This is an optimization exercise on Yosys and OpenROAD, whose aim is a short achievable clock period and few clock cycles, not a production implementation. The RTL was checked by simulation tests, not by an equivalence proof against the original design. Power is estimated from default activity; no workload was simulated.

==> design/flow/flow/run.sh <==
#!/bin/bash
# Own flow: the standard layout (standard.sh), run with a larger setup
# slack margin for ORFS's repair_timing so that the resizer keeps working on
# paths well below the design's clock period. The SDC, the synthesis and
# every other step are the standard ones.
set -euo pipefail
MARGIN=${MARGIN:-10}
sed -e "s/CLKGATE_MAP_FILE= /CLKGATE_MAP_FILE= SETUP_SLACK_MARGIN=${MARGIN} /" standard.sh > standard_margin.sh
grep -q "SETUP_SLACK_MARGIN=${MARGIN}" standard_margin.sh
bash standard_margin.sh > flow_make.log 2>&1
==> design/flow/design.v <==
`default_nettype none
package isa_pkg;
    typedef logic [2:0] reg_idx_t;
    typedef enum logic [3:0] {
        OP_MISC  = 4'b0000,
        OP_ARITH = 4'b0001,   
        OP_LOGIC = 4'b0010,   
        OP_MEM   = 4'b0011,   
        OP_MOVLL = 4'b0100,
        OP_MOVLH = 4'b0101,
        OP_MOVHL = 4'b0110,
        OP_MOVHH = 4'b0111
    } opcode_e;
    typedef enum logic [4:0] {
        FN_END    = 5'b00000,
        FN_NOP    = 5'b00011,
        FN_OUT    = 5'b01100,
        FN_MOV    = 5'b10000,
        FN_NOT    = 5'b10001,
        FN_NEG    = 5'b10010,
        FN_LDRAML = 5'b11000,
        FN_LDRAMH = 5'b11001
    } misc_func_e;
    typedef enum logic [2:0] {
        CND_JMP  = 3'b001,
        CND_JEZ  = 3'b010,
        CND_JNZ  = 3'b011,
        CND_JAZ  = 3'b100,
        CND_JBZ  = 3'b101,
        CND_JAEZ = 3'b110,
        CND_JBEZ = 3'b111
    } cond_e;
    typedef struct packed {
        logic       branch;   
        opcode_e    opcode;
        reg_idx_t   dst;
        reg_idx_t   src0;
        reg_idx_t   src1;
        logic [1:0] func;
    } reg_fmt_t;
    typedef struct packed {
        logic               branch;
        cond_e              cond;
        logic [12-1:0] target;
    } br_fmt_t;
    typedef union packed {
        reg_fmt_t r;
        br_fmt_t  b;
    } instr_u;
endpackage
`default_nettype wire
`default_nettype none
package core_pkg;
    typedef struct packed {
        logic [12-1:0]  addr;
        logic [16-1:0] wdata;
        logic                we;
    } mem_req_t;
    typedef struct packed {
        logic [16-1:0] rdata;
    } mem_rsp_t;
    typedef enum logic [3:0] {
        ALU_PASS, ALU_NOT, ALU_NEG,
        ALU_ADD, ALU_SUB, ALU_MUL, ALU_SAR,
        ALU_AND, ALU_OR, ALU_XOR, ALU_ROL
    } alu_op_e;
    typedef struct packed {
        alu_op_e           alu_op;
        logic [2:0]        ra0;
        logic [2:0]        ra1;
        logic [2:0]        wa;
        logic              we_h;
        logic              we_l;
        logic              imm;     
        logic [1:0]        lane;
        logic              load;
        logic              store;
        logic              out;
        logic              jump;
        logic              halt;
        logic              hsel;    
    } dec_t;
    typedef enum logic [2:0] {
        ST_FETCH, ST_WAIT_INSTR, ST_EXEC, ST_WAIT_LOAD,
        ST_WAIT_STORE, ST_WAIT_OUT, ST_HALT
    } seq_state_e;
endpackage
`default_nettype wire
`timescale 1ns/1ps
`default_nettype none
module ks_add32
(
    input  wire [31:0]  x,
    input  wire [31:0]  y,
    input  wire         cin,
    output logic [31:0] s
);
    wire [31:0] g [0:5];
    wire [31:0] p [0:5];
    assign g[0] = {x[31:1] & y[31:1], (x[0] & y[0]) | ((x[0] ^ y[0]) & cin)};
    assign p[0] = x ^ y;
    genvar l, i;
    generate
        for (l = 0; l < 5; l = l + 1) begin : g_lvl
            for (i = 0; i < 32; i = i + 1) begin : g_bit
                if (i >= (1 << l)) begin : g_op
                    assign g[l+1][i] = g[l][i] | (p[l][i] & g[l][i - (1 << l)]);
                    assign p[l+1][i] = p[l][i] & p[l][i - (1 << l)];
                end else begin : g_pass
                    assign g[l+1][i] = g[l][i];
                    assign p[l+1][i] = p[l][i];
                end
            end
        end
    endgenerate
    assign s = (x ^ y) ^ {g[5][30:0], cin};
endmodule
module alu
(
    input  wire [31:0]  a,
    input  wire [31:0]  b,
    input  wire         op_sub,
    input  wire         op_neg,
    input  wire         sel_sum,
    input  wire         sel_a,
    input  wire         sel_not,
    input  wire         sel_and,
    input  wire         sel_or,
    input  wire         sel_xor,
    input  wire         sel_sar,
    input  wire         sel_rol,
    output logic [31:0] result
);
    logic [31:0] x;
    logic [31:0] y;
    logic [31:0] sum;
    logic [4:0]  sh;
    logic [31:0] sar;
    logic [63:0] rot;
    assign x  = a ^ {32{op_neg}};
    assign y  = (b ^ {32{op_sub}}) & {32{!op_neg}};
    assign sh = b[4:0];
    ks_add32 u_add (.x(x), .y(y), .cin(op_sub | op_neg), .s(sum));
    assign sar = $signed(a) >>> sh;
    assign rot = {a, a} << sh;
    assign result = ({32{sel_sum}} & sum)
                  | ({32{sel_a}}   & a)
                  | ({32{sel_not}} & ~a)
                  | ({32{sel_and}} & (a & b))
                  | ({32{sel_or}}  & (a | b))
                  | ({32{sel_xor}} & (a ^ b))
                  | ({32{sel_sar}} & sar)
                  | ({32{sel_rol}} & rot[63:32]);
endmodule
module csa32
(
    input  wire [31:0]  x,
    input  wire [31:0]  y,
    input  wire [31:0]  z,
    output logic [31:0] s,
    output logic [31:0] c
);
    assign s = x ^ y ^ z;
    assign c = {((x[30:0] & y[30:0]) | (x[30:0] & z[30:0]) | (y[30:0] & z[30:0])), 1'b0};
endmodule
module mul_tree
(
    input  wire [31:0]  a,
    input  wire [31:0]  b,
    output logic [31:0] s,
    output logic [31:0] c
);
    wire [31:0] pp [0:16];
    wire [31:0] l1 [0:11];
    wire [31:0] l2 [0:7];
    wire [31:0] l3 [0:5];
    wire [31:0] l4 [0:3];
    wire [31:0] l5 [0:2];
    wire [15:0] negs;
    wire [32:0] bx;
    assign bx = {b, 1'b0};
    genvar i, k;
    generate
        for (i = 0; i < 16; i = i + 1) begin : g_booth
            wire b2  = bx[2*i+2];
            wire b1  = bx[2*i+1];
            wire b0  = bx[2*i];
            wire one = b1 ^ b0;
            wire two = (b2 & !b1 & !b0) | (!b2 & b1 & b0);
            wire neg = b2 & !(b1 & b0);
            wire [31:0] mag = ({32{one}} & a) | ({32{two}} & {a[30:0], 1'b0});
            wire [31:0] row = mag ^ {32{neg}};
            if (i == 0) begin : g_r0
                assign pp[i] = row;
            end else begin : g_rn
                assign pp[i] = {row[31-2*i:0], {(2*i){1'b0}}};
            end
            assign negs[i] = neg;
        end
        for (i = 0; i < 16; i = i + 1) begin : g_negrow
            assign pp[16][2*i]   = negs[i];
            assign pp[16][2*i+1] = 1'b0;
        end
        for (k = 0; k < 5; k = k + 1) begin : g_l1
            csa32 u (.x(pp[3*k]), .y(pp[3*k+1]), .z(pp[3*k+2]), .s(l1[2*k]), .c(l1[2*k+1]));
        end
        assign l1[10] = pp[15];
        assign l1[11] = pp[16];
        for (k = 0; k < 4; k = k + 1) begin : g_l2
            csa32 u (.x(l1[3*k]), .y(l1[3*k+1]), .z(l1[3*k+2]), .s(l2[2*k]), .c(l2[2*k+1]));
        end
        for (k = 0; k < 2; k = k + 1) begin : g_l3
            csa32 u (.x(l2[3*k]), .y(l2[3*k+1]), .z(l2[3*k+2]), .s(l3[2*k]), .c(l3[2*k+1]));
        end
        assign l3[4] = l2[6];
        assign l3[5] = l2[7];
        for (k = 0; k < 2; k = k + 1) begin : g_l4
            csa32 u (.x(l3[3*k]), .y(l3[3*k+1]), .z(l3[3*k+2]), .s(l4[2*k]), .c(l4[2*k+1]));
        end
    endgenerate
    csa32 u_l5 (.x(l4[0]), .y(l4[1]), .z(l4[2]), .s(l5[0]), .c(l5[1]));
    assign l5[2] = l4[3];
    csa32 u_l6 (.x(l5[0]), .y(l5[1]), .z(l5[2]), .s(s), .c(c));
endmodule
`default_nettype wire
`timescale 1ns/1ps
`default_nettype none
module reg_file
(
    input  wire                 CLK,
    input  wire                 rst_n,
    input  wire [7:0]           rs0,
    input  wire [7:0]           rs1,
    input  wire                 e_we,
    input  wire [3:0]           e_be,
    input  wire [7:0]           e_ws,
    input  wire [31:0]          e_wd,
    input  wire                 m_we,
    input  wire [7:0]           m_ws,
    input  wire [31:0]          m_wd,
    input  wire                 l_we,
    input  wire                 l_hi,
    input  wire [7:0]           l_ws,
    input  wire [15:0]          l_wd,
    output logic [31:0]         rd0,
    output logic [31:0]         rd1,
    output logic [31:0]         r5
);
    logic [31:0] regs [8];
    always_ff @(posedge CLK or negedge rst_n) begin
        if (!rst_n) begin
            for (int i = 0; i < 8; i++) begin
                regs[i] <= '0;
            end
        end else begin
            for (int i = 0; i < 8; i++) begin
                for (int l = 0; l < 4; l++) begin
                    if (e_we && e_ws[i] && e_be[l]) begin
                        regs[i][8*l +: 8] <= e_wd[8*l +: 8];
                    end else if (m_we && m_ws[i]) begin
                        regs[i][8*l +: 8] <= m_wd[8*l +: 8];
                    end else if (l_we && l_ws[i] && (l_hi == l[1])) begin
                        regs[i][8*l +: 8] <= l_wd[8*l[0] +: 8];
                    end
                end
            end
        end
    end
    always_comb begin
        rd0 = '0;
        rd1 = '0;
        for (int i = 0; i < 8; i++) begin
            rd0 = rd0 | ({32{rs0[i]}} & regs[i]);
            rd1 = rd1 | ({32{rs1[i]}} & regs[i]);
        end
    end
    assign r5 = regs[5];
endmodule
`default_nettype wire
`timescale 1ns/1ps
`default_nettype none
`default_nettype wire
`timescale 1ns/1ps
`default_nettype none
`default_nettype wire
`timescale 1ns/1ps
`default_nettype none
module core_top
(
    input  wire                 CLK,
    input  wire                 rst_n,
    input  wire                 mem_req_ready,
    input  wire core_pkg::mem_rsp_t       mem_rsp,
    input  wire                 mem_rsp_valid,
    input  wire                 out_ready,
    output core_pkg::mem_req_t            mem_req,
    output logic                mem_req_valid,
    output logic [32-1:0]  out_data,
    output logic                out_valid,
    output logic                halted
);
    localparam int IBD = 4;   
    localparam int TQD = 4;   
    localparam int NB  = 8;   
    function automatic logic br_eval(input logic [2:0] c, input logic z, input logic n);
        case (c)
            3'd0:    br_eval = 1'b0;
            3'd1:    br_eval = 1'b1;
            3'd2:    br_eval = z;
            3'd3:    br_eval = !z;
            3'd4:    br_eval = !z && !n;
            3'd5:    br_eval = n;
            3'd6:    br_eval = !n;
            default: br_eval = z || n;
        endcase
    endfunction
    function automatic logic writes_r5(input logic [15:0] i);
        logic wr;
        wr = 1'b0;
        if (!i[15]) begin
            case (i[14:11])
                4'b0000: wr = (i[4:0] == 5'b10000) || (i[4:0] == 5'b10001) || (i[4:0] == 5'b10010) ||
                              (i[4:0] == 5'b11000) || (i[4:0] == 5'b11001);
                4'b0001, 4'b0010, 4'b0100, 4'b0101, 4'b0110, 4'b0111: wr = 1'b1;
                default: wr = 1'b0;
            endcase
        end
        writes_r5 = wr && (i[10:8] == 3'd5);
    endfunction
    function automatic logic [7:0] onehot(input logic [2:0] r);
        onehot = 8'b1 << r;
    endfunction
    localparam int C_BR = 0, C_END = 1, C_OUT = 2, C_LD = 3, C_ST = 4, C_MUL = 5, C_IMM = 6,
                   C_RDA = 7, C_RDB = 8, C_WRALU = 9, C_WRD = 10, C_SUB = 11, C_NEG = 12,
                   C_SUM = 13, C_A = 14, C_NOT = 15, C_AND = 16, C_OR = 17, C_XOR = 18,
                   C_SAR = 19, C_ROL = 20, C_BE = 21, CW = 25;
    function automatic logic [CW-1:0] decode(input logic [15:0] i);
        logic [CW-1:0] c;
        logic [3:0]    o;
        logic [4:0]    f;
        logic          misc, mov, inv, neg, ari, lgc, ld, st, mul, imm, out;
        o    = i[14:11];
        f    = i[4:0];
        misc = !i[15] && (o == 4'b0000);
        mov  = misc && (f == 5'b10000);
        inv  = misc && (f == 5'b10001);
        neg  = misc && (f == 5'b10010);
        out  = misc && (f == 5'b01100);
        ld   = misc && (f[4:1] == 4'b1100);
        ari  = !i[15] && (o == 4'b0001);
        lgc  = !i[15] && (o == 4'b0010);
        st   = !i[15] && (o == 4'b0011) && !f[1];
        mul  = ari && (f[1:0] == 2'd2);
        imm  = !i[15] && (o[3:2] == 2'b01);
        c           = '0;
        c[C_BR]     = i[15];
        c[C_END]    = misc && (f == 5'b00000);
        c[C_OUT]    = out;
        c[C_LD]     = ld;
        c[C_ST]     = st;
        c[C_MUL]    = mul;
        c[C_IMM]    = imm;
        c[C_RDA]    = out || mov || inv || neg || ld || ari || lgc || st;
        c[C_RDB]    = ari || lgc || st;
        c[C_WRALU]  = mov || inv || neg || (ari && !mul) || lgc;
        c[C_WRD]    = mov || inv || neg || ari || lgc || imm || ld;
        c[C_SUB]    = ari && (f[1:0] == 2'd1);
        c[C_NEG]    = neg;
        c[C_SUM]    = (ari && !f[1]) || neg;
        c[C_A]      = mov;
        c[C_NOT]    = inv;
        c[C_AND]    = lgc && (f[1:0] == 2'd0);
        c[C_OR]     = lgc && (f[1:0] == 2'd1);
        c[C_XOR]    = lgc && (f[1:0] == 2'd2);
        c[C_SAR]    = ari && (f[1:0] == 2'd3);
        c[C_ROL]    = lgc && (f[1:0] == 2'd3);
        c[C_BE +: 4] = imm ? (4'b0001 << o[1:0]) : 4'b1111;
        decode = c;
    endfunction
    logic [11:0]  fpc;                
    logic         rq_fetch;           
    logic         rq_load;            
    logic         rq_store;           
    logic [2:0]   rq_dst;             
    logic         rq_hi;              
    logic         sk_v;               
    logic [28:0]  sk_req;
    logic         sk_load;
    logic         sk_store;
    logic [2:0]   sk_dst;
    logic         sk_hi;
    logic         osk_v;              
    logic [31:0]  osk_data;
    logic [3:0]   tq_fetch;
    logic [3:0]   tq_live;
    logic [11:0]  tq_pc  [TQD];
    logic [2:0]   tq_dst [TQD];
    logic [3:0]   tq_hi;
    logic [3:0]   tq_bp;              
    logic [1:0]   tq_head;
    logic [1:0]   tq_tail;
    logic [2:0]   tq_cnt;
    logic [2:0]   lf_cnt;             
    logic [IBD-1:0] ib_v;
    logic [15:0]  ib_ins [IBD];
    logic [CW-1:0] ib_ctl [IBD];
    logic [7:0]   ib_s0  [IBD];       
    logic [7:0]   ib_s1  [IBD];
    logic [7:0]   ib_sd  [IBD];
    logic [11:0]  ib_pc1 [IBD];       
    logic [IBD-1:0] ib_pred;          
    logic [IBD-1:0] ib_wr5;
    logic [IBD-1:0] ib_bp;
    logic [7:0]   pend_ld;            
    logic         m2_v;
    logic [7:0]   m2_sd;
    logic [31:0]  m2_a;
    logic [31:0]  m2_b;
    logic         m3_v;
    logic [7:0]   m3_sd;
    logic [31:0]  m3_s;
    logic [31:0]  m3_c;
    logic [NB-1:0]  bt_v;
    logic [11:0]    bt_pc  [NB];
    logic [11:0]    bt_tgt [NB];
    logic [2:0]     bt_ptr;
    logic           bt_hit;
    logic [11:0]    bt_t;
    logic [31:0]  ra;
    logic [31:0]  rb;
    logic [31:0]  r5;
    logic         r5z;
    logic         r5n;
    logic         acc;
    logic         rq_read;
    logic         rq_data;
    logic         cur_pend;
    assign acc      = mem_req_valid && mem_req_ready;
    assign rq_read  = mem_req_valid && (rq_fetch || rq_load);
    assign rq_data  = mem_req_valid && (rq_load || rq_store);
    assign cur_pend = rq_data && !mem_req_ready;
    logic         rsp_v;
    logic         rsp_ins;
    logic         rsp_ld;
    logic [15:0]  rw;
    assign rw      = mem_rsp.rdata;
    assign rsp_v   = mem_rsp_valid && (tq_cnt != 3'd0);
    assign rsp_ins = rsp_v && tq_fetch[tq_head] && tq_live[tq_head];
    assign rsp_ld  = rsp_v && !tq_fetch[tq_head];
    logic [15:0]  w;
    logic         ir_v;
    logic [CW-1:0] ec;
    logic [7:0]   s0;
    logic [7:0]   s1;
    logic [7:0]   sd;
    logic [2:0]   fd;
    logic [1:0]   ff;
    logic [4:0]   fn;
    logic         e_br, e_end, e_out, e_ld, e_mul, e_st, e_imm;
    logic         rd_a, rd_b, wr_alu, wr_d;
    assign w      = ib_ins[0];
    assign ec     = ib_ctl[0];
    assign ir_v   = ib_v[0];
    assign s0     = ib_s0[0];
    assign s1     = ib_s1[0];
    assign sd     = ib_sd[0];
    assign fd     = w[10:8];
    assign ff     = w[1:0];
    assign fn     = w[4:0];
    assign e_br   = ec[C_BR];
    assign e_end  = ec[C_END];
    assign e_out  = ec[C_OUT];
    assign e_ld   = ec[C_LD];
    assign e_mul  = ec[C_MUL];
    assign e_st   = ec[C_ST];
    assign e_imm  = ec[C_IMM];
    assign rd_a   = ec[C_RDA];
    assign rd_b   = ec[C_RDB];
    assign wr_alu = ec[C_WRALU];
    assign wr_d   = ec[C_WRD];
    logic [7:0]   busy;
    logic         haz;
    logic         tq_ok;
    logic         e_can;
    logic         e_fire;
    logic         e_data;
    logic         e_ofire;
    logic         o_free;
    logic         halt_now;
    assign busy     = pend_ld | (m2_v ? m2_sd : 8'b0) | (m3_v ? m3_sd : 8'b0);
    assign haz      = (rd_a && |(s0 & busy)) || (rd_b && |(s1 & busy)) || (wr_d && |(sd & busy)) ||
                      (e_br && busy[5]);
    assign tq_ok    = (tq_cnt + {2'b0, rq_read} + {2'b0, sk_v && sk_load}) <= 3'(TQD - 1);
    assign e_can    = ir_v && !haz && !halted;
    assign e_fire   = e_can && !e_end && (!(e_ld || e_st) || (!sk_v && (!e_ld || tq_ok))) &&
                      (!e_out || !osk_v);
    assign e_data   = e_fire && (e_ld || e_st);
    assign e_ofire  = e_fire && e_out;
    assign o_free   = !out_valid || out_ready;
    assign halt_now = ir_v && e_end && !halted && !sk_v && !osk_v && o_free &&
                      (!(mem_req_valid && rq_store) || mem_req_ready);
    logic         e_take;
    logic         e_redir;
    logic [11:0]  e_tgt;
    logic         haz5;
    logic [7:0]   pv;
    logic         d_pt;
    logic         bp_h;
    logic [11:0]  d_tgt;
    logic [11:0]  rsp_pc1;
    logic         d_redir;
    logic         kill;
    assign r5z     = (r5 == 32'd0);
    assign r5n     = r5[31];
    assign e_take  = br_eval(w[14:12], r5z, r5n);
    assign e_redir = e_can && e_br && (e_take != ib_pred[0]);
    assign e_tgt   = e_take ? w[11:0] : ib_pc1[0];
    always_comb begin
        haz5 = busy[5] || |(ib_v & ib_wr5);
        for (int c = 0; c < 8; c++) begin
            pv[c] = (c == 1) || ((c != 0) && (haz5 || br_eval(3'(c), r5z, r5n)));
        end
    end
    assign rsp_pc1 = tq_pc[tq_head] + 12'd1;
    assign d_pt    = rw[15] && pv[rw[14:12]];
    assign bp_h    = tq_bp[tq_head];
    assign d_redir = rsp_ins && (bp_h ? !d_pt : d_pt);
    assign d_tgt   = bp_h ? rsp_pc1 : rw[11:0];
    assign kill    = e_redir || d_redir;
    always_comb begin
        bt_hit = 1'b0;
        bt_t   = 12'd0;
        for (int i = 0; i < NB; i++) begin
            if (bt_v[i] && bt_pc[i] == fpc) begin
                bt_hit = 1'b1;
                bt_t   = bt_t | bt_tgt[i];
            end
        end
    end
    logic [31:0]  alu_res;
    logic [31:0]  mt_s;
    logic [31:0]  mt_c;
    logic [31:0]  mul_res;
    logic         e_wen;
    logic [31:0]  e_wd;
    logic [7:0]   l_ws;
    assign l_ws = onehot(tq_dst[tq_head]);
    reg_file u_rf (
        .CLK(CLK), .rst_n(rst_n), .rs0(s0), .rs1(s1),
        .e_we(e_wen), .e_be(ec[C_BE +: 4]), .e_ws(sd), .e_wd(e_wd),
        .m_we(m3_v), .m_ws(m3_sd), .m_wd(mul_res),
        .l_we(rsp_ld), .l_hi(tq_hi[tq_head]), .l_ws(l_ws), .l_wd(rw),
        .rd0(ra), .rd1(rb), .r5(r5)
    );
    alu u_alu (
        .a(ra), .b(rb),
        .op_sub(ec[C_SUB]), .op_neg(ec[C_NEG]),
        .sel_sum(ec[C_SUM]), .sel_a(ec[C_A]), .sel_not(ec[C_NOT]),
        .sel_and(ec[C_AND]), .sel_or(ec[C_OR]), .sel_xor(ec[C_XOR]),
        .sel_sar(ec[C_SAR]), .sel_rol(ec[C_ROL]),
        .result(alu_res)
    );
    mul_tree u_mt  (.a(m2_a), .b(m2_b), .s(mt_s), .c(mt_c));
    ks_add32 u_madd (.x(m3_s), .y(m3_c), .cin(1'b0), .s(mul_res));
    assign e_wen = e_can && (wr_alu || e_imm);
    assign e_wd  = e_imm ? {4{w[7:0]}} : alu_res;
    logic         credit_ok;
    logic         fetch_ok;
    logic [11:0]  fpc_next;
    logic [2:0]   ib_n;
    logic [28:0]  e_req;
    assign ib_n      = 3'(ib_v[0]) + 3'(ib_v[1]) + 3'(ib_v[2]) + 3'(ib_v[3]);
    assign credit_ok = ({1'b0, ib_n} + {1'b0, lf_cnt} + {3'b0, mem_req_valid && rq_fetch}) <= 4'(IBD - 1);
    assign fetch_ok  = (credit_ok || e_redir) && tq_ok;
    assign e_req     = e_ld ? {ra[11:0], 16'h0, 1'b0} : {rb[11:0], ff[0] ? ra[31:16] : ra[15:0], 1'b1};
    always_comb begin
        if (e_redir) begin
            fpc_next = e_tgt;
        end else if (d_redir) begin
            fpc_next = d_tgt;
        end else if (acc && rq_fetch) begin
            fpc_next = bt_hit ? bt_t : fpc + 12'd1;
        end else begin
            fpc_next = fpc;
        end
    end
    always_ff @(posedge CLK or negedge rst_n) begin
        if (!rst_n) begin
            fpc           <= 12'h008;
            mem_req_valid <= 1'b1;
            mem_req       <= {12'h008, 16'h0, 1'b0};
            rq_fetch      <= 1'b1;
            rq_load       <= 1'b0;
            rq_store      <= 1'b0;
            rq_dst        <= 3'd0;
            rq_hi         <= 1'b0;
            sk_v          <= 1'b0;
            sk_req        <= '0;
            sk_load       <= 1'b0;
            sk_store      <= 1'b0;
            sk_dst        <= 3'd0;
            sk_hi         <= 1'b0;
        end else begin
            fpc <= fpc_next;
            if (halted || halt_now) begin
                mem_req_valid <= 1'b0;
                rq_fetch      <= 1'b0;
                rq_load       <= 1'b0;
                rq_store      <= 1'b0;
                sk_v          <= 1'b0;
            end else if (cur_pend) begin
                if (e_data) begin
                    sk_v     <= 1'b1;
                    sk_req   <= e_req;
                    sk_load  <= e_ld;
                    sk_store <= e_st;
                    sk_dst   <= fd;
                    sk_hi    <= fn[0];
                end
            end else if (sk_v) begin
                mem_req_valid <= 1'b1;
                mem_req       <= sk_req;
                rq_fetch      <= 1'b0;
                rq_load       <= sk_load;
                rq_store      <= sk_store;
                rq_dst        <= sk_dst;
                rq_hi         <= sk_hi;
                sk_v          <= e_data;
                if (e_data) begin
                    sk_req   <= e_req;
                    sk_load  <= e_ld;
                    sk_store <= e_st;
                    sk_dst   <= fd;
                    sk_hi    <= fn[0];
                end
            end else if (e_data) begin
                mem_req_valid <= 1'b1;
                mem_req       <= e_req;
                rq_fetch      <= 1'b0;
                rq_load       <= e_ld;
                rq_store      <= e_st;
                rq_dst        <= fd;
                rq_hi         <= fn[0];
            end else if (fetch_ok) begin
                mem_req_valid <= 1'b1;
                mem_req       <= {fpc_next, 16'h0, 1'b0};
                rq_fetch      <= 1'b1;
                rq_load       <= 1'b0;
                rq_store      <= 1'b0;
            end else begin
                mem_req_valid <= 1'b0;
                rq_fetch      <= 1'b0;
                rq_load       <= 1'b0;
                rq_store      <= 1'b0;
            end
        end
    end
    logic tq_push;
    logic tq_pop;
    assign tq_push = acc && (rq_fetch || rq_load);
    assign tq_pop  = rsp_v;
    always_ff @(posedge CLK or negedge rst_n) begin
        if (!rst_n) begin
            tq_head  <= 2'd0;
            tq_tail  <= 2'd0;
            tq_cnt   <= 3'd0;
            tq_live  <= 4'd0;
            tq_fetch <= 4'd0;
            tq_bp    <= 4'd0;
            lf_cnt   <= 3'd0;
        end else begin
            if (kill) begin
                tq_live <= 4'd0;
            end
            if (tq_push) begin
                tq_fetch[tq_tail] <= rq_fetch;
                tq_live[tq_tail]  <= rq_fetch && !kill;
                tq_hi[tq_tail]    <= rq_hi;
                tq_bp[tq_tail]    <= bt_hit;
                tq_tail           <= tq_tail + 2'd1;
            end
            if (tq_pop) begin
                tq_head <= tq_head + 2'd1;
            end
            tq_cnt <= tq_cnt + {2'b0, tq_push} - {2'b0, tq_pop};
            if (kill) begin
                lf_cnt <= 3'd0;
            end else begin
                lf_cnt <= lf_cnt + {2'b0, tq_push && rq_fetch} - {2'b0, rsp_ins};
            end
        end
    end
    always_ff @(posedge CLK) begin
        if (tq_push) begin
            tq_pc[tq_tail]  <= mem_req[28:17];
            tq_dst[tq_tail] <= rq_dst;
        end
    end
    logic           ib_push;
    logic [IBD-1:0] v_sh;             
    logic [IBD-1:0] slot;             
    assign ib_push = rsp_ins && !e_redir;
    assign v_sh    = e_fire ? {1'b0, ib_v[IBD-1:1]} : ib_v;
    assign slot    = ~v_sh & {v_sh[IBD-2:0], 1'b1};
    always_ff @(posedge CLK or negedge rst_n) begin
        if (!rst_n) begin
            ib_v    <= '0;
            ib_pred <= '0;
            ib_wr5  <= '0;
            ib_bp   <= '0;
        end else begin
            if (e_redir) begin
                ib_v <= '0;
            end else begin
                ib_v <= v_sh | (ib_push ? slot : '0);
            end
            for (int i = 0; i < IBD; i++) begin
                if (ib_push && slot[i]) begin
                    ib_pred[i] <= d_pt;
                    ib_wr5[i]  <= writes_r5(rw);
                    ib_bp[i]   <= bp_h;
                end else if (e_fire && i < IBD - 1) begin
                    ib_pred[i] <= ib_pred[i+1];
                    ib_wr5[i]  <= ib_wr5[i+1];
                    ib_bp[i]   <= ib_bp[i+1];
                end
            end
        end
    end
    always_ff @(posedge CLK) begin
        for (int i = 0; i < IBD; i++) begin
            if (ib_push && slot[i]) begin
                ib_ins[i] <= rw;
                ib_ctl[i] <= decode(rw);
                ib_s0[i]  <= onehot(rw[7:5]);
                ib_s1[i]  <= onehot(rw[4:2]);
                ib_sd[i]  <= onehot(rw[10:8]);
                ib_pc1[i] <= rsp_pc1;
            end else if (e_fire && i < IBD - 1) begin
                ib_ins[i] <= ib_ins[i+1];
                ib_ctl[i] <= ib_ctl[i+1];
                ib_s0[i]  <= ib_s0[i+1];
                ib_s1[i]  <= ib_s1[i+1];
                ib_sd[i]  <= ib_sd[i+1];
                ib_pc1[i] <= ib_pc1[i+1];
            end
        end
    end
    logic bt_ins;
    assign bt_ins = e_can && e_br && e_take && !ib_bp[0];
    always_ff @(posedge CLK or negedge rst_n) begin
        if (!rst_n) begin
            bt_v   <= '0;
            bt_ptr <= 3'd0;
        end else if (bt_ins) begin
            bt_v[bt_ptr] <= 1'b1;
            bt_ptr       <= bt_ptr + 3'd1;
        end
    end
    always_ff @(posedge CLK) begin
        if (bt_ins) begin
            bt_pc[bt_ptr]  <= ib_pc1[0] - 12'd1;
            bt_tgt[bt_ptr] <= w[11:0];
        end
    end
    always_ff @(posedge CLK or negedge rst_n) begin
        if (!rst_n) begin
            pend_ld   <= 8'd0;
            m2_v      <= 1'b0;
            m3_v      <= 1'b0;
            out_valid <= 1'b0;
            osk_v     <= 1'b0;
            halted    <= 1'b0;
        end else begin
            for (int i = 0; i < 8; i++) begin
                if (e_data && e_ld && sd[i]) begin
                    pend_ld[i] <= 1'b1;
                end else if (rsp_ld && l_ws[i]) begin
                    pend_ld[i] <= 1'b0;
                end
            end
            m2_v <= e_can && e_mul;
            m3_v <= m2_v;
            if (halt_now) begin
                halted <= 1'b1;
            end
            if (halted || halt_now) begin
                out_valid <= 1'b0;
                osk_v     <= 1'b0;
            end else if (!o_free) begin
                if (e_ofire) begin
                    osk_v <= 1'b1;
                end
            end else if (osk_v) begin
                out_valid <= 1'b1;
                osk_v     <= e_ofire;
            end else begin
                out_valid <= e_ofire;
            end
        end
    end
    always_ff @(posedge CLK) begin
        if (e_can && e_mul) begin
            m2_a  <= ra;
            m2_b  <= rb;
            m2_sd <= sd;
        end
        if (m2_v) begin
            m3_s  <= mt_s;
            m3_c  <= mt_c;
            m3_sd <= m2_sd;
        end
        if (!o_free) begin
            if (e_ofire) begin
                osk_data <= ra;
            end
        end else if (osk_v) begin
            out_data <= osk_data;
            if (e_ofire) begin
                osk_data <= ra;
            end
        end else if (e_ofire) begin
            out_data <= ra;
        end
    end
endmodule
`default_nettype wire
==> design/flow/config.mk <==
export PLATFORM = sky130hd
export DESIGN_NAME = core_top
export DESIGN_NICKNAME = core_top
export VERILOG_FILES = /design/flow/design.v
export SDC_FILE = /design/flow/constraint.sdc
export NUM_CORES = 4
export LEC_CHECK = 0
export ABC_CLOCK_PERIOD_IN_PS = 4000
export CAP_MARGIN = 20
export CORE_MARGIN = 2
export CORE_UTILIZATION = 40
export SLEW_MARGIN = 20
export TNS_END_PERCENT = 100
==> design/flow/constraint.sdc <==
create_clock -name core_clock -period 15.0 [get_ports {CLK}]
set_input_delay 3.0000 -clock core_clock [delete_from_list [all_inputs] [get_ports {CLK}]]
set_output_delay 3.0000 -clock core_clock [all_outputs]
set_load 0.01 [all_outputs]
==> design/flow/standard.sh <==
#!/bin/bash
# synth_recipe.tcl (not shown) runs the flow's synth.tcl, then flattens the netlist and writes it again
# the make line also repeats each setting of config.mk as NAME=value (left out here)
make -C /OpenROAD-flow-scripts/flow DESIGN_CONFIG=/design/flow/config.mk WORK_HOME=/design/flow/orfs CLKGATE_MAP_FILE= SYNTH_SCRIPT=/design/flow/synth_recipe.tcl "${@:-finish}"
==> results.py, run 1 <==
metrics = {
    "layout": {
        "final_common_cell": "edfxtp_1",
        "drive_gt1_share_pct": 13.4,
        "postLayoutCellArea_sq_um": 87400,
        "area_delta_synth_final_pct": 14.8,
        "fin_nets": 7890,
        "nFillCells": 17391,
        "fin_util_pct": 46.1,
        "most-common-layout-cells": "edfxtp_1 (763), nand2_1 (707), a22oi_1 (504), o21ai_0 (440), xnor2_1 (410)",
    },
    "critical_path": {
        "timing.rr.start": "m2_b[3]",
        "critPathRequiredTime_ps": 15550,
        "arrival_ps": 5610,
        "r2r_cells": 18,
        "path_max_fanout": 14,
        "critPathLaunchType": "register",
        "crit_path_end_kind": "register",
        "critPathKind": "reg -> reg",
        "cp-startpoint": "m2_b[3]",
    },
    "power_and_ir_drop": {
        "p_comb_share_pct": 1.4,
        "power_density_nw_per_um2": 78.7,
        "switching_share_pct": 22.2,
        "internal_power_mw": 5.35,
        "clkPwrFrac_pct": 49.2,
        "leakage_nw": 34.1,
        "seqPwrFrac_pct": 49.4,
        "vdd_drop_max_uv": 78.0,
        "power_switching_mw": 1.52,
    },
    "timing": {
        "fin_crit_sh_pct": 33.7,
        "worstMarginPinSlew_ps": 1300,
        "setup_viol": 0,
        "slew_headroom_pct": 12.7,
        "hold_viol_final": 0,
        "tns_ps": 0,
        "min_period_ps": 5050,
        "rsz0062_at_grt": "true",
        "clock_skew_ps": 72.4,
        "maxSlewViolCount": 0,
        "max_freq_mhz": 198,
    },
    "die": {
        "io_pins": 85,
        "die-area_sq_um": 194000,
        "core_sq_um": 190000,
        "die_y_um": 440,
        "die_w_um": 440,
        "num_rows": 160,
        "initial_core_util_pct": 40.2,
    },
    "synthesis": {
        "yosysWarnings": 14,
        "syn_nets": 7874,
        "synth-seq-cells": 1166,
        "yosysSeqAreaShare_pct": 43.3,
        "avgSynthCellArea_sq_um": 10.3,
        "synthDistinctLibCells": 100,
        "syn-instance-count": 7416,
        "synthFlopType": "edfxtp_1",
        "ys_async_sr_fraction_pct": 34.6,
        "syn_area_sq_um": 76100,
        "synth_edf_count": 763,
    },
    "route": {
        "ant_nets": 0,
        "drc_errors": 0,
        "totalWireLength_um": 302000,
        "first_pass_iters": 9,
        "post_drt_via_cell_ratio": 6.38,
        "wl_per_cell_um": 30.1,
        "vias": 64143,
        "first_iter_violations": 9558,
    },
    "clock_network": {
        "cts-root-buf": "clkbuf_16",
        "h-tree-depth": 4,
        "cts_tree": "yes",
        "cts.path.max_buffers": 3,
        "clock_latency_ps": 810,
        "clkSinkCount": 1166,
        "cts_buffers": 134,
        "hold_buffers": 0,
        "clk_pin_slew_worst_paths_ps": 60,
    },
    "outcome": {
        "status": "finished clean",
    },
    "run": {
        "maxCapViolCount": 0,
    },
    "global_routing": {
        "grtUsageTotal_pct": 30.0,
        "grt-ovfl-total": 0,
        "grt_pass1_vias": 61714,
        "grt_pass1_wl_um": 428000,
        "antenna_found_initial": 17,
        "grt_max_degree": 106,
    },
    "placement": {
        "hpwl_um": 195000,
        "placedInstanceArea_sq_um": 79700,
        "io_buffers": 84,
        "routabilityCongestion": 1.01,
    },
    "min_path": {
        "hold_depth": 0,
        "hp-class": "reg -> reg",
        "hold_start": "m2_sd[4]",
    },
}
-- Yosys cell counts (12+ instances only) --
cell type	instances	area [sq um]
a21o_1	125	938
inv_1	412	1550
nand3b_1	12	90.1
a31oi_1	26	163
xnor2_1	427	3740
a22o_1	42	368
edfxtp_1	763	22900
buf_1	54	203
nor3b_1	13	97.6
ha_1	231	2890
o21a_1	21	158
clkbuf_1	388	1460
nand4_1	107	669
a211oi_1	153	1150
nor2_1	403	1510
o21ai_1	20	100
mux2_4	34	510
and2_1	28	175
o31ai_1	28	210
buf_2	121	606
a221o_1	33	330
mux4_2	18	405
xor2_1	109	955
nor2b_1	26	163
nand2_1	711	2670
nor3_1	56	280
a22oi_1	527	3960
o22ai_1	31	194
dfrtp_1	399	9980
a21oi_1	313	1570
mux2i_1	371	3710
fa_1	206	4120
mux2_2	105	1180
a221oi_1	48	420
nand2b_1	24	150
o211ai_1	86	646
a2111oi_0	17	149
or3_1	17	106
and3_1	57	357
nor4_1	33	206
o21ai_0	454	2270
nand3_1	134	671
o2111ai_1	27	236
a31o_2	15	131
-- cell type report --
cell class	instances	area, sq um	area share (%)
tap	2511	3140	3.60
timing repair buffer	464	4590	5.25
antenna	2	5.00	0.00573
timing repair inverter	1	6.26	0.00716
sequential	1166	33000	37.8
clock inverter	70	863	0.988
inverter	424	1680	1.92
multi-input combinational	5241	40400	46.3
clock buffer	174	3640	4.17
-- per-layer routing --
metal / vias to the layer above / GRT usage (%) / routed length [um]
met2: 4164 / 44.4 / 130000
met3: 1069 / 7.82 / 34600
met5: - / 0 / 49
met4: 8 / 18.3 / 21400
met1: 31783 / 39.3 / 117000
li1: 27119 / - / -
-- worst max-delay path, cell delays in order, from the launching register on --
cell and delay (ps):
edfxtp_1 420, buf_4 160, nand2_1 90, o21ai_4 200, buf_12 180, a22oi_2 80, xnor2_2 160, fa_1 510
fa_1 600, fa_1 470, fa_1 490, inv_1 50, fa_2 350, xnor2_2 150, xnor2_2 150, xnor2_1 190
xnor2_1 150, xnor2_1 110, xnor2_1 310
-- metrics by stage --
step	setup slack, ps	power (mW)	hold WS [ps]	instances
2_1_floorplan	9480	3.49	427	7416
3_3_place_gp	8170	3.55	434	9648
3_5_place_dp	8210	3.55	438	9648
4_1_cts	9640	6.91	447	9923
5_1_grt	9820	7.04	463	10052
6_report	9950	6.88	443	10053
-- power by group through the flow --
stage | Sequential [mW] | Clock (mW) | Combinational, mW
global placement | 3.46 | 0 | 0.0862
global route | 3.40 | 3.54 | 0.102
CTS | 3.40 | 3.42 | 0.0936
finish | 3.40 | 3.38 | 0.0961
detailed placement | 3.46 | 0 | 0.0867
floorplan | 3.46 | 0 | 0.0280
-- path summary, 6_finish.rpt --
check / to / slack, ps
max: m3_s[31] / 9950
min: m3_sd[4] / 440
max reg2reg: m3_s[31] / 9950
min reg2reg: m3_sd[4] / 440
max in group asynchronous: u_rf.regs[1][30] / 10740
min in group asynchronous: u_rf.regs[4][2] / 2240
-- what timing repair did --
item | in CTS | in global routing
pin swaps | 7 | 82
gates resized for setup | 189 | 188
endpoints found under the setup margin | 890 | 606
buffers inserted | 25 | 117
gates cloned | 6 | 10
-- cell families (layout without fill, tap and decap cells) --
kind of cell,count (synthesis),in the layout,share of synthesized area (%)
adders and majority gates,437,437,9.21
xor gates and xnor gates,536,536,6.17
buffers and inverters,1010,1133,5.34
other,0,2,0
and+or+nand+nor,1672,1673,9.96
AOI/OAI and AO/OA,2060,2060,18.2
muxes,535,535,7.74
DFF,1166,1166,43.3
-- registers in the layout (all words and copies together) (netlist names), 29 cells and up --
register   flops
m3_s          32
u_rf.regs    256
sk_req        29
osk_data      32
ib_s0         32
ib_ctl       100
ib_s1         32
m2_b          32
ib_pc1        48
bt_tgt        96
ib_sd         32
mem_req       29
out_data      32
m2_a          32
ib_ins        60
bt_pc         96
tq_pc         48
Testbench counts, summed over its fixed seeds: cycles 75,254.
==> inputs of run 2 (changes only) <==
--- a/design/flow/design.v
+++ b/design/flow/design.v
@@ -165,8 +165,7 @@
 endmodule
-module mul_tree
+module mul_rows
 (
-    input  wire [31:0]  a,
-    input  wire [31:0]  b,
-    output logic [31:0] s,
-    output logic [31:0] c
+    input  wire [31:0]   a,
+    input  wire [31:0]   b,
+    output logic [127:0] rows
 );
@@ -176,4 +175,2 @@
     wire [31:0] l3 [0:5];
-    wire [31:0] l4 [0:3];
-    wire [31:0] l5 [0:2];
     wire [15:0] negs;
@@ -217,8 +214,19 @@
         for (k = 0; k < 2; k = k + 1) begin : g_l4
-            csa32 u (.x(l3[3*k]), .y(l3[3*k+1]), .z(l3[3*k+2]), .s(l4[2*k]), .c(l4[2*k+1]));
+            csa32 u (.x(l3[3*k]), .y(l3[3*k+1]), .z(l3[3*k+2]),
+                     .s(rows[64*k +: 32]), .c(rows[64*k+32 +: 32]));
         end
     endgenerate
-    csa32 u_l5 (.x(l4[0]), .y(l4[1]), .z(l4[2]), .s(l5[0]), .c(l5[1]));
-    assign l5[2] = l4[3];
-    csa32 u_l6 (.x(l5[0]), .y(l5[1]), .z(l5[2]), .s(s), .c(c));
+endmodule
+module mul_sum
+(
+    input  wire [127:0] rows,
+    output logic [31:0] p
+);
+    wire [31:0] s5;
+    wire [31:0] c5;
+    wire [31:0] s6;
+    wire [31:0] c6;
+    csa32 u_l5 (.x(rows[0 +: 32]), .y(rows[32 +: 32]), .z(rows[64 +: 32]), .s(s5), .c(c5));
+    csa32 u_l6 (.x(s5), .y(c5), .z(rows[96 +: 32]), .s(s6), .c(c6));
+    ks_add32 u_add (.x(s6), .y(c6), .cin(1'b0), .s(p));
 endmodule
@@ -238,2 +246,3 @@
     input  wire                 m_we,
+    input  wire [3:0]           m_be,
     input  wire [7:0]           m_ws,
@@ -242,2 +251,3 @@
     input  wire                 l_hi,
+    input  wire [1:0]           l_bm,
     input  wire [7:0]           l_ws,
@@ -259,5 +269,5 @@
                         regs[i][8*l +: 8] <= e_wd[8*l +: 8];
-                    end else if (m_we && m_ws[i]) begin
+                    end else if (m_we && m_ws[i] && m_be[l]) begin
                         regs[i][8*l +: 8] <= m_wd[8*l +: 8];
-                    end else if (l_we && l_ws[i] && (l_hi == l[1])) begin
+                    end else if (l_we && l_ws[i] && (l_hi == l[1]) && l_bm[l[0]]) begin
                         regs[i][8*l +: 8] <= l_wd[8*l[0] +: 8];
@@ -385,2 +395,3 @@
     logic         rq_hi;              
+    logic [1:0]   rq_bm;              
     logic         sk_v;               
@@ -391,2 +402,3 @@
     logic         sk_hi;
+    logic [1:0]   sk_bm;
     logic         osk_v;              
@@ -398,2 +410,4 @@
     logic [3:0]   tq_hi;
+    logic [3:0]   tq_val;
+    logic [1:0]   tq_bm  [TQD];
     logic [3:0]   tq_bp;              
@@ -413,3 +427,2 @@
     logic [IBD-1:0] ib_bp;
-    logic [7:0]   pend_ld;            
     logic         m2_v;
@@ -420,4 +433,4 @@
     logic [7:0]   m3_sd;
-    logic [31:0]  m3_s;
-    logic [31:0]  m3_c;
+    logic [3:0]   m3_be;              
+    logic [127:0] m3_r;
     logic [NB-1:0]  bt_v;
@@ -489,5 +502,3 @@
     logic         halt_now;
-    assign busy     = pend_ld | (m2_v ? m2_sd : 8'b0) | (m3_v ? m3_sd : 8'b0);
-    assign haz      = (rd_a && |(s0 & busy)) || (rd_b && |(s1 & busy)) || (wr_d && |(sd & busy)) ||
-                      (e_br && busy[5]);
+    assign haz      = (rd_a && |(s0 & busy)) || (rd_b && |(s1 & busy)) || (e_br && busy[5]);
     assign tq_ok    = (tq_cnt + {2'b0, rq_read} + {2'b0, sk_v && sk_load}) <= 3'(TQD - 1);
@@ -517,2 +528,6 @@
     assign e_tgt   = e_take ? w[11:0] : ib_pc1[0];
+    logic         zk;                 
+    logic         zq;                 
+    assign zk = e_can && ec[C_SUB] && ib_wr5[0] && !busy[5] && !(|(ib_v[IBD-1:1] & ib_wr5[IBD-1:1]));
+    assign zq = (ra == rb);
     always_comb begin
@@ -520,3 +535,15 @@
         for (int c = 0; c < 8; c++) begin
-            pv[c] = (c == 1) || ((c != 0) && (haz5 || br_eval(3'(c), r5z, r5n)));
+            if (!haz5) begin
+                pv[c] = br_eval(3'(c), r5z, r5n);
+            end else if (zk) begin
+                case (c)
+                    0:       pv[c] = 1'b0;
+                    2:       pv[c] = zq;
+                    3:       pv[c] = !zq;
+                    4, 5:    pv[c] = !zq;
+                    default: pv[c] = 1'b1;
+                endcase
+            end else begin
+                pv[c] = (c != 0);
+            end
         end
@@ -540,4 +567,3 @@
     logic [31:0]  alu_res;
-    logic [31:0]  mt_s;
-    logic [31:0]  mt_c;
+    logic [127:0] mt_r;
     logic [31:0]  mul_res;
@@ -550,4 +576,4 @@
         .e_we(e_wen), .e_be(ec[C_BE +: 4]), .e_ws(sd), .e_wd(e_wd),
-        .m_we(m3_v), .m_ws(m3_sd), .m_wd(mul_res),
-        .l_we(rsp_ld), .l_hi(tq_hi[tq_head]), .l_ws(l_ws), .l_wd(rw),
+        .m_we(m3_v), .m_be(m3_be), .m_ws(m3_sd), .m_wd(mul_res),
+        .l_we(rsp_ld), .l_hi(tq_hi[tq_head]), .l_bm(tq_bm[tq_head]), .l_ws(l_ws), .l_wd(rw),
         .rd0(ra), .rd1(rb), .r5(r5)
@@ -562,6 +588,44 @@
     );
-    mul_tree u_mt  (.a(m2_a), .b(m2_b), .s(mt_s), .c(mt_c));
-    ks_add32 u_madd (.x(m3_s), .y(m3_c), .cin(1'b0), .s(mul_res));
+    mul_rows u_mrows (.a(m2_a), .b(m2_b), .rows(mt_r));
+    mul_sum  u_msum  (.rows(m3_r), .p(mul_res));
     assign e_wen = e_can && (wr_alu || e_imm);
     assign e_wd  = e_imm ? {4{w[7:0]}} : alu_res;
+    logic         ew_v;
+    logic [3:0]   ew_be;
+    assign ew_v  = e_wen || (e_can && e_mul);
+    assign ew_be = e_mul ? 4'hf : ec[C_BE +: 4];
+    function automatic logic [1:0] ld_mask(input logic [1:0] bm, input logic [2:0] dst, input logic hi);
+        ld_mask = bm;
+        if (ew_v && dst == fd) begin
+            ld_mask = bm & ~(hi ? ew_be[3:2] : ew_be[1:0]);
+        end
+    endfunction
+    logic [7:0]   busy_n;
+    logic [3:0]   m3_be_n;
+    assign m3_be_n = (ew_v && (sd == m2_sd)) ? ~ew_be : 4'hf;
+    always_comb begin
+        busy_n = ((e_can && e_mul) ? sd : 8'b0) | ((m2_v && (m3_be_n != 4'd0)) ? m2_sd : 8'b0);
+        if (e_data && e_ld) begin
+            busy_n = busy_n | sd;
+        end
+        if (mem_req_valid && rq_load && (ld_mask(rq_bm, rq_dst, rq_hi) != 2'd0)) begin
+            busy_n = busy_n | onehot(rq_dst);
+        end
+        if (sk_v && sk_load && (ld_mask(sk_bm, sk_dst, sk_hi) != 2'd0)) begin
+            busy_n = busy_n | onehot(sk_dst);
+        end
+        for (int i = 0; i < TQD; i++) begin
+            if (tq_val[i] && !tq_fetch[i] && !(tq_pop && tq_head == 2'(i)) &&
+                (ld_mask(tq_bm[i], tq_dst[i], tq_hi[i]) != 2'd0)) begin
+                busy_n = busy_n | onehot(tq_dst[i]);
+            end
+        end
+    end
+    always_ff @(posedge CLK or negedge rst_n) begin
+        if (!rst_n) begin
+            busy <= 8'd0;
+        end else begin
+            busy <= busy_n;
+        end
+    end
     logic         credit_ok;
@@ -596,2 +660,4 @@
             rq_hi         <= 1'b0;
+            rq_bm         <= 2'd0;
+            sk_bm         <= 2'd0;
             sk_v          <= 1'b0;
@@ -604,2 +670,4 @@
             fpc <= fpc_next;
+            rq_bm <= ld_mask(rq_bm, rq_dst, rq_hi);
+            sk_bm <= ld_mask(sk_bm, sk_dst, sk_hi);
             if (halted || halt_now) begin
@@ -618,2 +686,3 @@
                     sk_hi    <= fn[0];
+                    sk_bm    <= 2'b11;
                 end
@@ -627,2 +696,3 @@
                 rq_hi         <= sk_hi;
+                rq_bm         <= ld_mask(sk_bm, sk_dst, sk_hi);
                 sk_v          <= e_data;
@@ -634,2 +704,3 @@
                     sk_hi    <= fn[0];
+                    sk_bm    <= 2'b11;
                 end
@@ -643,2 +714,3 @@
                 rq_hi         <= fn[0];
+                rq_bm         <= 2'b11;
             end else if (fetch_ok) begin
@@ -669,4 +741,8 @@
             tq_bp    <= 4'd0;
+            tq_val   <= 4'd0;
             lf_cnt   <= 3'd0;
         end else begin
+            if (tq_pop) begin
+                tq_val[tq_head] <= 1'b0;
+            end
             if (kill) begin
@@ -679,2 +755,3 @@
                 tq_bp[tq_tail]    <= bt_hit;
+                tq_val[tq_tail]   <= 1'b1;
                 tq_tail           <= tq_tail + 2'd1;
@@ -693,2 +770,9 @@
     always_ff @(posedge CLK) begin
+        for (int i = 0; i < TQD; i++) begin
+            if (tq_push && tq_tail == 2'(i)) begin
+                tq_bm[i] <= ld_mask(rq_bm, rq_dst, rq_hi);
+            end else begin
+                tq_bm[i] <= ld_mask(tq_bm[i], tq_dst[i], tq_hi[i]);
+            end
+        end
         if (tq_push) begin
@@ -767,3 +851,2 @@
         if (!rst_n) begin
-            pend_ld   <= 8'd0;
             m2_v      <= 1'b0;
@@ -774,9 +857,2 @@
         end else begin
-            for (int i = 0; i < 8; i++) begin
-                if (e_data && e_ld && sd[i]) begin
-                    pend_ld[i] <= 1'b1;
-                end else if (rsp_ld && l_ws[i]) begin
-                    pend_ld[i] <= 1'b0;
-                end
-            end
             m2_v <= e_can && e_mul;
@@ -808,5 +884,5 @@
         if (m2_v) begin
-            m3_s  <= mt_s;
-            m3_c  <= mt_c;
+            m3_r  <= mt_r;
             m3_sd <= m2_sd;
+            m3_be <= m3_be_n;
         end
--- a/design/flow/flow/run.sh
+++ b/design/flow/flow/run.sh
@@ -6,3 +6,3 @@
 set -euo pipefail
-MARGIN=${MARGIN:-10}
+MARGIN=${MARGIN:-11}
 sed -e "s/CLKGATE_MAP_FILE= /CLKGATE_MAP_FILE= SETUP_SLACK_MARGIN=${MARGIN} /" standard.sh > standard_margin.sh
--- a/design/flow/config.mk
+++ b/design/flow/config.mk
@@ -10,3 +10,3 @@
 export CORE_MARGIN = 2
-export CORE_UTILIZATION = 40
+export CORE_UTILIZATION = 50
 export SLEW_MARGIN = 20
==> results.py, run 2 <==
metrics = {
    "clock_network": {
        "h-tree-depth": 4,
        "cts_tree": "yes",
        "clock_latency_ps": 850,
        "cts.path.max_buffers": 3,
        "cts_buffers": 139,
        "clk_pin_slew_worst_paths_ps": 60,
        "clkSinkCount": 1212,
        "cts-root-buf": "clkbuf_16",
        "hold_buffers": 0,
    },
    "route": {
        "post_drt_via_cell_ratio": 6.96,
        "vias": 72765,
        "drc_errors": 0,
        "ant_nets": 0,
        "totalWireLength_um": 371000,
        "first_iter_violations": 11494,
        "first_pass_iters": 7,
        "wl_per_cell_um": 35.5,
    },
    "layout": {
        "drive_gt1_share_pct": 29.6,
        "largest_reg_flops": 256,
        "area_delta_synth_final_pct": 31.7,
        "largest-register": "u_rf.regs",
        "fin_nets": 8736,
        "most-common-layout-cells": "edfxtp_1 (793), nand2_1 (657), buf_4 (500), a22oi_1 (424), dfrtp_1 (391)",
        "final_common_cell": "edfxtp_1",
    },
    "placement": {
        "routabilityCongestion": 0.984,
        "hpwl_um": 207000,
        "io_buffers": 84,
        "pre_cts_ws_ps": 8550,
    },
    "timing": {
        "min_period_ps": 4970,
        "fin_crit_sh_pct": 33.1,
        "slew_headroom_pct": 13.9,
        "setup_viol": 0,
        "worstMarginPinSlew_ps": 1290,
        "clock_skew_ps": 95.5,
        "maxSlewViolCount": 0,
        "hold_viol_final": 0,
        "rsz0062_at_grt": "true",
        "worst_slack_ps": 10030,
        "tns_ps": 0,
        "max_freq_mhz": 201,
    },
    "die": {
        "io_pins": 85,
        "core_sq_um": 156000,
        "die_w_um": 400,
        "num_rows": 145,
        "initial_core_util_pct": 50.3,
        "die-area_sq_um": 160000,
        "die_y_um": 400,
    },
    "synthesis": {
        "avgSynthCellArea_sq_um": 10.4,
        "synthFlopType": "edfxtp_1",
        "synthTopCellsByArea": "edfxtp_1 (30%), dfrtp_1 (13%), fa_1 (5.3%), a22oi_1 (4.8%), mux2i_1 (4.6%)",
        "syn_nets": 8045,
        "yosysSeqAreaShare_pct": 43.6,
        "synth_xor_area_share_pct": 6.30,
        "yosys.area_share.adder_pct": 9.07,
        "yosys.area_share.simple_pct": 10.7,
        "ys_async_sr_fraction_pct": 33.9,
        "synth_common_cells": "edfxtp_1 (793), nand2_1 (762), a22oi_1 (507)",
        "yosysWarnings": 25,
        "synth_edf_count": 793,
        "synth_largest_area_cell": "edfxtp_1",
        "synth.area.mux_share_pct": 9.33,
        "syn_area_sq_um": 78500,
        "synth_top_family_by_area": "compound AO/OA/AOI/OAI gates",
        "syn-instance-count": 7578,
        "synth_compound_area_share_pct": 16.5,
        "synth_top_area_share_pct": 30.3,
        "synthDistinctLibCells": 98,
        "synth-seq-cells": 1212,
        "synth.most_common_cell": "edfxtp_1",
    },
    "critical_path": {
        "timing.rr.start": "ib_s0[0][2]",
        "crit_path_end_kind": "register",
        "path_max_fanout": 8,
        "r2r_cells": 19,
        "crit_end": "u_rf.regs[6][24]",
        "arrival_ps": 5620,
        "r2r_slack_ps": 10030,
        "critPathKind": "reg -> reg",
        "rr_endpoint": "u_rf.regs[6][24]",
        "cp-startpoint": "ib_s0[0][2]",
        "critPathRequiredTime_ps": 15650,
        "critPathLaunchType": "register",
    },
    "min_path": {
        "hp-class": "reg -> reg",
    },
    "global_routing": {
        "grt_pass1_vias": 66906,
        "grt_max_degree": 88,
        "antenna_found_initial": 20,
        "grt-ovfl-total": 0,
        "grt_pass1_wl_um": 496000,
        "grtUsageTotal_pct": 42.8,
    },
    "power_and_ir_drop": {
        "power_density_nw_per_um2": 166,
        "leakage_nw": 42.5,
        "vdd_drop_max_uv": 141,
        "power_mw": 17.1,
    },
    "outcome": {
        "status": "finished clean",
    },
    "run": {
        "maxCapViolCount": 0,
    },
}
[run 2: layout make-up]
cell class                      instances  area, sq um
Inverter                              317         1280
Clock inverter                         64          891
Multi-Input combinational cell       5536        47500
Clock buffer                          193         3790
Antenna cell                            8         20.0
Timing Repair inverter                  1         8.76
Sequential cell                      1212        34300
Timing Repair Buffer                 1062        13100
Tap cell                             2058         2570
Fill cell                           11635        52600
[run 2: how the worst min path moves through the flow]
stage / start / endpoint / depth (start not counted)
6_report: sk_req[1] / sk_req[1] / 2
3_5_place_dp: sk_req[4] / sk_req[4] / 2
3_3_place_gp: sk_req[2] / sk_req[2] / 2
4_1_cts: sk_req[2] / sk_req[2] / 2
5_1_grt: bt_v[5] / bt_v[5] / 1
2_1_floorplan: ib_sd[0][0] / m2_sd[0] / 0
[run 2: critical path, cell delays in order, from the launching register on]
cell       delay, ps
edfxtp_1         500
buf_12           200
a22oi_2          120
nand4_1          190
buf_12           190
xor2_2           140
fa_2             360
fa_2             360
a211o_1          350
a2111oi_4        430
nor4b_2          120
o211a_1          300
o21ai_4          310
buf_6            150
nand2b_4          80
o41ai_4          280
xnor2_2          140
a211oi_4         260
buf_12           190
o31ai_1           90
[run 2: logic make-up (layout without fill, tap and decap cells)]
group                    Yosys count  in the layout
flip-flops                      1212           1212
AO/OA/AOI/OAI                   1971           1972
buffers and inverters            889           1637
multiplexers                     668            668
other                              0              8
XOR/XNOR                         565            565
adder cells (fa/ha/maj)          446            446
AND/OR/NAND/NOR                 1827           1885
[run 2: what timing repair did]
| action | 4_1_cts | 5_1_grt |
|---|---|---|
| cloned | 89 | 67 |
| setup buffers | 482 | 197 |
| endpoints found under the setup margin | 1442 | 1263 |
| gates resized for setup | 1291 | 882 |
| pin swaps | 287 | 354 |
[run 2: stage by stage]
step / hold slack (ps) / cells / util (%) / instance area, sq um
after global placement: 459 / 9348 / 52.7 / 82300
final: 483 / 10451 / 66.3 / 103000
after floorplan: 424 / 7578 / - / 80000
after global routing: 498 / 10444 / 66.3 / 103000
after detailed placement: 466 / 9349 / 52.7 / 82300
after CTS: 479 / 10177 / 62.2 / 97000
[run 2: power by group]
| group | leakage, nW | total (mW) | switching (mW) | internal [mW] |
|---|---|---|---|---|
| Combinational | 28.3 | 8.52 | 5.06 | 3.46 |
| Clock | 2.23 | 3.54 | 1.55 | 1.99 |
| Sequential | 11.9 | 5.08 | 0.755 | 4.33 |
[run 2: per-layer routing]
layer	global-route usage, %	share of wire, %
met1	55.6	36
met2	60.8	41
met3	13.7	14
met4	29.1	9.3
met5	0.892	0.13
Testbench counts of run 2, summed over its fixed seeds: cycles 73,364.
==> inputs of run 3 (changes only) <==
--- a/design/flow/design.v
+++ b/design/flow/design.v
@@ -313,3 +313,3 @@
     localparam int TQD = 4;   
-    localparam int NB  = 8;   
+    localparam int NB  = 4;   
     function automatic logic br_eval(input logic [2:0] c, input logic z, input logic n);
@@ -438,3 +438,3 @@
     logic [11:0]    bt_tgt [NB];
-    logic [2:0]     bt_ptr;
+    logic [1:0]     bt_ptr;
     logic           bt_hit;
@@ -653,5 +653,4 @@
             fpc           <= 12'h008;
-            mem_req_valid <= 1'b1;
-            mem_req       <= {12'h008, 16'h0, 1'b0};
-            rq_fetch      <= 1'b1;
+            mem_req_valid <= 1'b0;
+            rq_fetch      <= 1'b0;
             rq_load       <= 1'b0;
@@ -690,3 +689,2 @@
                 mem_req_valid <= 1'b1;
-                mem_req       <= sk_req;
                 rq_fetch      <= 1'b0;
@@ -708,3 +706,2 @@
                 mem_req_valid <= 1'b1;
-                mem_req       <= e_req;
                 rq_fetch      <= 1'b0;
@@ -717,3 +714,2 @@
                 mem_req_valid <= 1'b1;
-                mem_req       <= {fpc_next, 16'h0, 1'b0};
                 rq_fetch      <= 1'b1;
@@ -729,2 +725,13 @@
     end
+    always_ff @(posedge CLK) begin
+        if (!(halted || halt_now) && !cur_pend) begin
+            if (sk_v) begin
+                mem_req <= sk_req;
+            end else if (e_data) begin
+                mem_req <= e_req;
+            end else if (fetch_ok) begin
+                mem_req <= {fpc_next, 16'h0, 1'b0};
+            end
+        end
+    end
     logic tq_push;
@@ -837,6 +844,6 @@
             bt_v   <= '0;
-            bt_ptr <= 3'd0;
+            bt_ptr <= 2'd0;
         end else if (bt_ins) begin
             bt_v[bt_ptr] <= 1'b1;
-            bt_ptr       <= bt_ptr + 3'd1;
+            bt_ptr       <= bt_ptr + 2'd1;
         end
--- a/design/flow/config.mk
+++ b/design/flow/config.mk
@@ -10,3 +10,3 @@
 export CORE_MARGIN = 2
-export CORE_UTILIZATION = 50
+export CORE_UTILIZATION = 60
 export SLEW_MARGIN = 20
==> results.py, run 3 <==
metrics = {
    "clock_network": {
        "clkSinkCount": 1111,
        "cts-root-buf": "clkbuf_16",
        "h-tree-depth": 3,
        "cts_tree": "yes",
        "cts.path.max_buffers": 3,
        "cts_buffers": 119,
        "clock_latency_ps": 820,
        "clk_pin_slew_worst_paths_ps": 70,
        "hold_buffers": 0,
    },
    "timing": {
        "max_freq_mhz": 203,
        "clock_skew_ps": 63.9,
        "maxSlewViolCount": 12,
        "tns_ps": 0,
        "holdWs_ps": 467,
        "fin_crit_sh_pct": 32.8,
        "worstMarginPinSlew_ps": 1840,
        "hold_viol_final": 0,
        "min_period_ps": 4920,
        "rsz0062_at_grt": "true",
        "slew_headroom_pct": -24.2,
        "setup_viol": 0,
    },
    "layout": {
        "fin_nets": 8066,
        "drive_gt1_share_pct": 27.3,
        "final-seq-area_sq_um": 31400,
        "area_delta_synth_final_pct": 25.1,
        "fin_util_pct": 75.6,
        "nFillCells": 7913,
        "instances_no_fill": 9350,
        "most-common-layout-cells": "nand2_1 (732), edfxtp_1 (726), a22oi_1 (494), dfrtp_1 (373), buf_4 (367)",
        "final_common_cell": "nand2_1",
        "top_regs": "u_rf.regs: 256 flops, ib_ctl: 96 flops, m3_r: 89 flops",
        "multi_input_area_sq_um": 45000,
        "largest_reg_flops": 256,
        "largest-register": "u_rf.regs",
    },
    "die": {
        "initial_core_util_pct": 60.4,
        "core_sq_um": 124000,
        "die_y_um": 357,
        "io_pins": 85,
        "die-area_sq_um": 127000,
        "num_rows": 129,
        "die_w_um": 357,
    },
    "route": {
        "totalWireLength_um": 338000,
        "first_iter_violations": 13028,
        "wl_per_cell_um": 36.2,
        "vias": 69061,
        "drc_errors": 0,
        "first_pass_iters": 14,
        "post_drt_via_cell_ratio": 7.39,
        "ant_nets": 0,
    },
    "power_and_ir_drop": {
        "internal_power_mw": 7.18,
        "power_density_nw_per_um2": 126,
        "power_switching_mw": 4.63,
        "power_mw": 11.8,
        "leakage_nw": 37.0,
        "switching_share_pct": 39.2,
        "clkPwrFrac_pct": 25.7,
        "vdd_drop_max_uv": 140,
        "p_comb_share_pct": 38.3,
        "seqPwrFrac_pct": 36.0,
    },
    "run": {
        "maxCapViolCount": 2,
    },
    "global_routing": {
        "grt_pass1_wl_um": 448000,
        "antenna_found_initial": 22,
        "grtUsageTotal_pct": 48.9,
        "grt-ovfl-total": 0,
        "grt_max_degree": 75,
        "grt_pass1_vias": 63239,
    },
    "min_path": {
        "hp-class": "reg -> reg",
    },
    "synthesis": {
        "synthTopCellsByArea": "edfxtp_1 (29%), dfrtp_1 (13%), fa_1 (5.5%), a22oi_1 (5.3%), mux2i_1 (4.7%)",
        "synth-seq-cells": 1111,
        "ys_async_sr_fraction_pct": 33.9,
        "synth_common_cells": "nand2_1 (774), edfxtp_1 (726), a22oi_1 (525)",
        "syn_nets": 7635,
        "synth_largest_area_cell": "edfxtp_1",
        "synth_edf_count": 726,
        "synthFlopType": "edfxtp_1",
        "yosysWarnings": 25,
        "synth.most_common_cell": "nand2_1",
        "yosysSeqAreaShare_pct": 42.1,
        "synthDistinctLibCells": 106,
        "syn_area_sq_um": 74700,
        "synth_top_area_share_pct": 29.2,
        "avgSynthCellArea_sq_um": 10.4,
        "syn-instance-count": 7167,
    },
    "critical_path": {
        "path_max_fanout": 6,
        "critPathRequiredTime_ps": 15530,
        "critPathLaunchType": "register",
        "crit_path_end_kind": "register",
        "critPathKind": "reg -> reg",
        "arrival_ps": 5450,
    },
    "outcome": {
        "status": "finished with violations",
        "check-failures": "capacitance limit, slew limit",
    },
    "placement": {
        "hpwl_um": 193000,
        "dp.cells": 8529,
        "io_buffers": 84,
        "routabilityCongestion": 1.01,
    },
}
-- run 3: worst paths after layout --
check / slack, ps / startpoint / cells past startpoint / to
setup / recovery: 10080 / ib_s1[0][3] / 19 / mem_req[21]
hold reg to reg: 470 / bt_v[3] / 1 / bt_v[3]
max in group asynchronous: 11260 / rst_n / 3 / halted
min in group asynchronous: 2130 / rst_n / 1 / u_rf.regs[6][27]
hold / removal: 470 / bt_v[3] / 1 / bt_v[3]
setup reg to reg: 10080 / ib_s1[0][3] / 19 / mem_req[21]
-- run 3: stage by stage --
stage / setup WS, ps / cell area, sq um
2_1_floorplan: 9650 / 75800
3_3_place_gp: 8260 / 77600
3_5_place_dp: 8210 / 77600
4_1_cts: 10270 / 88700
5_1_grt: 10040 / 93400
6_report: 10080 / 93400
-- run 3: cells by family (layout without fill, tap and decap cells) --
logic type / Yosys count / after routing / synth area share [%]
flip-flops: 1111 / 1111 / 42.1
buffers and inverters: 831 / 1319 / 4.58
other: 0 / 15 / 0
AND/OR/NAND/NOR: 1676 / 1712 / 10.3
AO/OA/AOI/OAI: 1883 / 1890 / 16.8
multiplexers: 736 / 736 / 11.0
XOR/XNOR: 483 / 483 / 5.67
adder cells (fa/ha/maj): 447 / 447 / 9.56
-- run 3: critical path, stage by stage, from the launching register on --
cell and delay, ps:
edfxtp_1 390, buf_6 160, buf_12 150, buf_4 150
buf_4 170, a22oi_1 190, nand4_1 200, buf_6 230
ha_1 360, nor4_4 350, nand2_4 210, nor3_4 240
a2111oi_4 100, or3_4 430, or3_4 460, buf_6 150
o22ai_2 150, a22o_1 200, a211oi_2 60, a211o_1 250
-- run 3: routing by layer --
metal	up-vias	share of wire, %	GRT usage, %
met3	1844	17	20.8
met5	-	0.12	0
met2	6445	39	66.2
met1	33461	34	63.7
met4	20	9.5	32.1
li1	27291	-	-
-- run 3: area by class of cell --
| class | instances | share of cell area (%) |
|---|---|---|
| clock buffers | 165 | 3.61 |
| inverters | 277 | 1.25 |
| clock inverters | 56 | 0.552 |
| flip-flops and latches | 1111 | 33.6 |
| repair inverters | 5 | 0.0469 |
| diodes | 15 | 0.0402 |
| well taps | 1637 | 2.19 |
| repair buffers | 816 | 10.6 |
| multi-input cells | 5268 | 48.1 |
-- run 3: what timing repair did --
| item | 4_1_cts | 5_1_grt |
|---|---|---|
| pin swaps | 277 | 250 |
| setup endpoints to repair | 1373 | 1041 |
| setup buffers | 310 | 157 |
| resized for setup | 1036 | 664 |
| cloned | 79 | 39 |
-- run 3: power groups by stage --
| stage | registers, mW | logic (mW) | clock network (mW) |
|---|---|---|---|
| final | 4.26 | 4.52 | 3.03 |
| after global routing | 4.27 | 4.71 | 3.14 |
| after CTS | 4.20 | 3.85 | 2.99 |
| after detailed placement | 4.24 | 3.39 | 0 |
| after global placement | 4.23 | 3.31 | 0 |
| after floorplan | 4.01 | 2.41 | 0 |
Testbench counts of run 3, summed over its fixed seeds: cycles 73,386.

afterwards: timing with drivers on the ports:
Ports are ideal in the flow. The routed layouts listed here were re-timed in OpenROAD.
Step 1, drivers: a clkbuf_16 drives CLK and a buf_2 each remaining input, both assumed.
Step 2, shift: input delay + t, output delay - t, t = (earliest + latest rising clock arrival at the registers) / 2. This alone moves slack from input paths to output paths.
Three values: no drivers, after step 1, after step 2; two values: the first two.
run | t (ns) | setup slack, ns | worst hold slack (ns) | worst setup path at the end | worst slew at a driven data input, ns
run 1 | 0.865 | 9.946 / 9.944 / 9.229 | 0.443 / 0.443 / 0.443 | input to register | 0.06
run 2 | 0.898 | 10.028 / 10.028 / 9.657 | 0.483 / 0.483 / 0.483 | input to register | 0.06
run 3 | 0.865 | 10.080 / 10.080 / 9.327 | 0.467 / 0.467 / 0.467 | input to register | 0.08
For run 3, which loses most, drivers alone change the setup slack by 0.000 ns; drivers and shift together by -0.753 ns.
